What follows belongs to an exercise in optimizing a design on an open flow for small area, a short achievable clock period and few clock cycles per item; a production flow would make more cautious choices.
Power is estimated from default activity; no workload was simulated.

Design edge_period_tachometer, start of the top module:
module edge_period_tachometer #(
	parameter int CHANNELS      = 2,
	parameter int CAPTURE_BITS  = 16,
	parameter int OVERFLOW_BITS = 8
) (
	input  wire                                 clk,
	input  wire                                 arst_n,
	input  wire                                 psel,
	input  wire                                 penable,
	input  wire                                 pwrite,
	input  wire  [etach_pkg::PADDR_W-1:0]       paddr,
	input  wire  [etach_pkg::PDATA_W-1:0]       pwdata,
	output logic [etach_pkg::PDATA_W-1:0]       prdata,
	output logic                                pready,
	input  wire                                 in_valid,
	output logic                                in_ready,
	input  wire                                 operation,
	input  wire                                 channel,
	input  wire  [CAPTURE_BITS-1:0]             capture,
	output logic                                out_valid,
	input  wire                                 out_ready,
	output logic                                result_channel,
	output logic [etach_pkg::REV_W-1:0]         revolutions,
	output logic [etach_pkg::ELAPSED_W-1:0]     elapsed_ticks,
	output logic                                saturated
);
clock: 7.0 ns
lec_check: 0
cap_margin: 20
core_margin: 2
core_utilization: 55
cts_buf_list: sky130_fd_sc_hd__clkbuf_16
cts_cluster_diameter: 80
cts_cluster_size: 25
setup_slack_margin: 4.0
slew_margin: 20
standard.sh (not shown) runs the stock make flow with config.mk's settings and CLKGATE_MAP_FILE= SYNTH_SCRIPT=/design/flow/synth_recipe.tcl, a recipe that flattens the netlist after the stock synthesis.
==> flow/flow/run.sh <==
#!/bin/bash
# The standard layout, with plain buffers on the ports instead of the
# delay buffers buffer_ports picks by default.
set -euo pipefail
export BUFFER_PORTS_ARGS="-buffer_cell sky130_fd_sc_hd__buf_1"
bash standard.sh > standard_flow.log 2>&1
The first run finished clean.
Rerun with:
--- a/flow/design.v
+++ b/flow/design.v
@@ -198,36 +198,39 @@
 	end
 	logic                     p_idle_q, p_mul_q, p_rdy_q;
 	logic                     p_ch_q, p_sat_q;
 	logic signed [ACC_W-1:0]  p_acc_q;
 	logic [SP_W-1:0]          p_sp_q;
 	logic [OVERFLOW_BITS-1:0] p_ovf_q;
-	logic [3:0]               p_m_q;
+	logic [3:0]               p_m;        
+	logic [BL_W-1:0]          p_blt_q;
+	logic                     p_div_q;
 	logic                     p_zero_q, p_one_q, p_big_q;
 	logic                     p_load;
 	logic                     p_norm;
 	logic                     d_take;
 	logic d_take_c;
 	assign p_take = p_idle_q || (p_rdy_q && d_take_c);
 	assign p_load = f_meas && p_take;
 	assign p_norm = p_mul_q && (p_ovf_q == '0);
 	assign p_idle_next = !p_load && p_take;
 	logic             n_neg, n_big, n_zero, n_one, n_div;
 	logic [BL_W-1:0]  n_blt;
 	logic [BL_W:0]    n_diffbl;
-	logic [3:0]       n_m;
 	always_comb begin
 		n_neg    = p_acc_q[ACC_W-1];
 		n_big    = !n_neg && (p_acc_q[ACC_W-2:24] != '0);
 		n_zero   = n_neg || (p_acc_q == '0);
 		n_one    = (p_acc_q == ACC_W'(1));
 		n_blt    = bitlen24(p_acc_q[23:0]);
 		n_diffbl = {1'b0, blr_q} - {1'b0, n_blt};
 		n_div    = !n_neg && !n_big && !n_one && rnz_q && !n_diffbl[BL_W] && (p_acc_q[23:0] != '0);
-		n_m      = n_div ? 4'((n_diffbl + 2) >> 1) : 4'd0;
 	end
+	logic [BL_W:0] h_diffbl;
+	assign h_diffbl = {1'b0, blr_q} - {1'b0, p_blt_q};
+	assign p_m    = p_div_q ? 4'((h_diffbl + 2) >> 1) : 4'd0;
 	always_ff @(posedge clk or negedge arst_n) begin
 		if (!arst_n) begin
 			p_idle_q <= 1'b1;
 			p_mul_q  <= 1'b0;
 			p_rdy_q  <= 1'b0;
 		end else begin
@@ -241,35 +244,26 @@
 			end else if (p_norm) begin
 				p_mul_q  <= 1'b0;
 				p_rdy_q  <= 1'b1;
 			end
 		end
 	end
-	logic             p_fin_q;   
-	logic [ACC_W-1:0] p_b;
-	logic [ACC_W-1:0] p_sum;
-	assign p_b   = (p_ovf_q[0] ? ACC_W'(p_sp_q) : ACC_W'(0))
-	             | (p_fin_q ? ACC_W'({p_acc_q[19:0], 1'b0}) : ACC_W'(0));
-	assign p_sum = p_acc_q + p_b;
 	always_ff @(posedge clk) begin
 		if (p_load) begin
 			p_ch_q  <= m_channel;
 			p_sat_q <= m_ovf_sat;
 			p_acc_q <= {{(ACC_W-CAPTURE_BITS-1){m_diff[CAPTURE_BITS]}}, m_diff};
 			p_sp_q  <= SP_W'(counter_span);
 			p_ovf_q <= m_ovf;
-			p_fin_q <= (m_ovf == '0);
 		end else begin
-			if (!p_fin_q) begin
-				p_acc_q <= p_sum;
-			end
-			p_sp_q  <= p_fin_q ? SP_W'(p_sum) : (p_sp_q << 1);
+			p_acc_q <= p_acc_q + (p_ovf_q[0] ? ACC_W'(p_sp_q) : ACC_W'(0));
+			p_sp_q  <= p_sp_q << 1;
 			p_ovf_q <= p_ovf_q >> 1;
-			p_fin_q <= (p_ovf_q[OVERFLOW_BITS-1:1] == '0);
 		end
-		p_m_q    <= n_m;
+		p_blt_q  <= n_blt;
+		p_div_q  <= n_div;
 		p_zero_q <= n_zero;
 		p_one_q  <= n_one;
 		p_big_q  <= n_big;
 	end
 	logic              d_idle_q, d_run_q, d_done_q;
 	logic              d_ch_q, d_sat_q;
@@ -286,14 +280,14 @@
 	logic [RATE_W-1:0] h_rem;
 	logic [RATE_W-1:0] h_qp;
 	logic [1:0]        h_nb;
 	logic [3:0]        h_mm1;
 	logic [23:0]       h_t;
 	assign h_t   = p_zero_q ? 24'd0 : (p_big_q ? ELAPSED_MAX : p_acc_q[23:0]);
-	assign h_mm1 = p_m_q - 4'd1;
-	assign h_rem = rm1 >> {p_m_q, 1'b0};
+	assign h_mm1 = p_m - 4'd1;
+	assign h_rem = rm1 >> {p_m, 1'b0};
 	assign h_nb  = 2'(rm1 >> {h_mm1, 1'b0});
 	always_comb begin
 		if (p_zero_q) begin
 			h_qp = REV_MAX;
 		end else if (p_one_q) begin
 			h_qp = rbig_q ? REV_MAX : rate_numerator;
@@ -347,14 +341,14 @@
 			d_run_q     <= 1'b0;
 			d_done_q    <= 1'b0;
 			out_valid_q <= 1'b0;
 		end else begin
 			if (d_load) begin
 				d_idle_q <= 1'b0;
-				d_run_q  <= (p_m_q != 4'd0);
-				d_done_q <= (p_m_q == 4'd0);
+				d_run_q  <= (p_m != 4'd0);
+				d_done_q <= (p_m == 4'd0);
 			end else if (d_xfer) begin
 				d_idle_q <= 1'b1;
 				d_run_q  <= 1'b0;
 				d_done_q <= 1'b0;
 			end else if (d_last) begin
 				d_run_q  <= 1'b0;
@@ -369,13 +363,13 @@
 	end
 	always_ff @(posedge clk) begin
 		if (d_load) begin
 			d_ch_q  <= p_ch_q;
 			d_sat_q <= p_sat_q || p_big_q || p_zero_q || (p_one_q && rbig_q);
 			d_t_q   <= h_t;
-			d_t3_q  <= p_sp_q[21:0];
+			d_t3_q  <= 22'(p_acc_q[19:0]) + {1'b0, p_acc_q[19:0], 1'b0};
 			d_qp_q  <= h_qp;
 		end else if (d_run_q) begin
 			d_qp_q  <= s_qp;
 		end
 		if (d_load_s) begin
 			d_rem_q <= h_rem;
Result: The changed run finished with timing, DRC and antenna clean; global-route usage decreases by 1.7 points; die area goes up by 3.3%; fmax is higher by 2.9%; routed wire length decreases by about 2.4%; design area rose by 1.2%; setup slack gets better by 0.090 ns; final cell count is higher by 6.9%; hold slack hardly moves; power goes up by 77%; flip-flop and latch count went up by 1.
No run of this note included a check of the RTL's function; only the layout flow was run.

==> port drivers added, routing unchanged <==
In the flow no input, the clock included, has a driving cell. The finished layouts below were timed again as built, in two steps. Step 1 sets driving cells, clkbuf_16 on the clock port and buf_2 on the other inputs (assumed; they add their load-dependent delay and slew). Step 2 times the ports against the registers' clock, not the clock port: input delays grow and output delays shrink by t, the midpoint of the rising clock arrivals with the driver on. a / b / c = ideal / step 1 / step 2; a / b = the first two.
| run | shift t [ns] | setup WS [ns] | worst hold slack (ns) | latest minus earliest clock arrival (ns) | worst register clock-pin slew, ns |
|---|---|---|---|---|---|
| the first run | 0.621 | 3.802 / 3.802 / 3.359 | 0.426 / 0.426 / 0.426 | 0.028 / 0.029 | 0.10 / 0.10 |
| the second run | 0.618 | 3.892 / 3.892 / 3.716 | 0.424 / 0.424 / 0.424 | 0.024 / 0.024 | 0.10 / 0.10 |
After both steps every run listed still meets setup and hold. For the first run, which loses most, drivers alone change the setup slack by 0.000 ns; drivers and shift together by -0.443 ns.
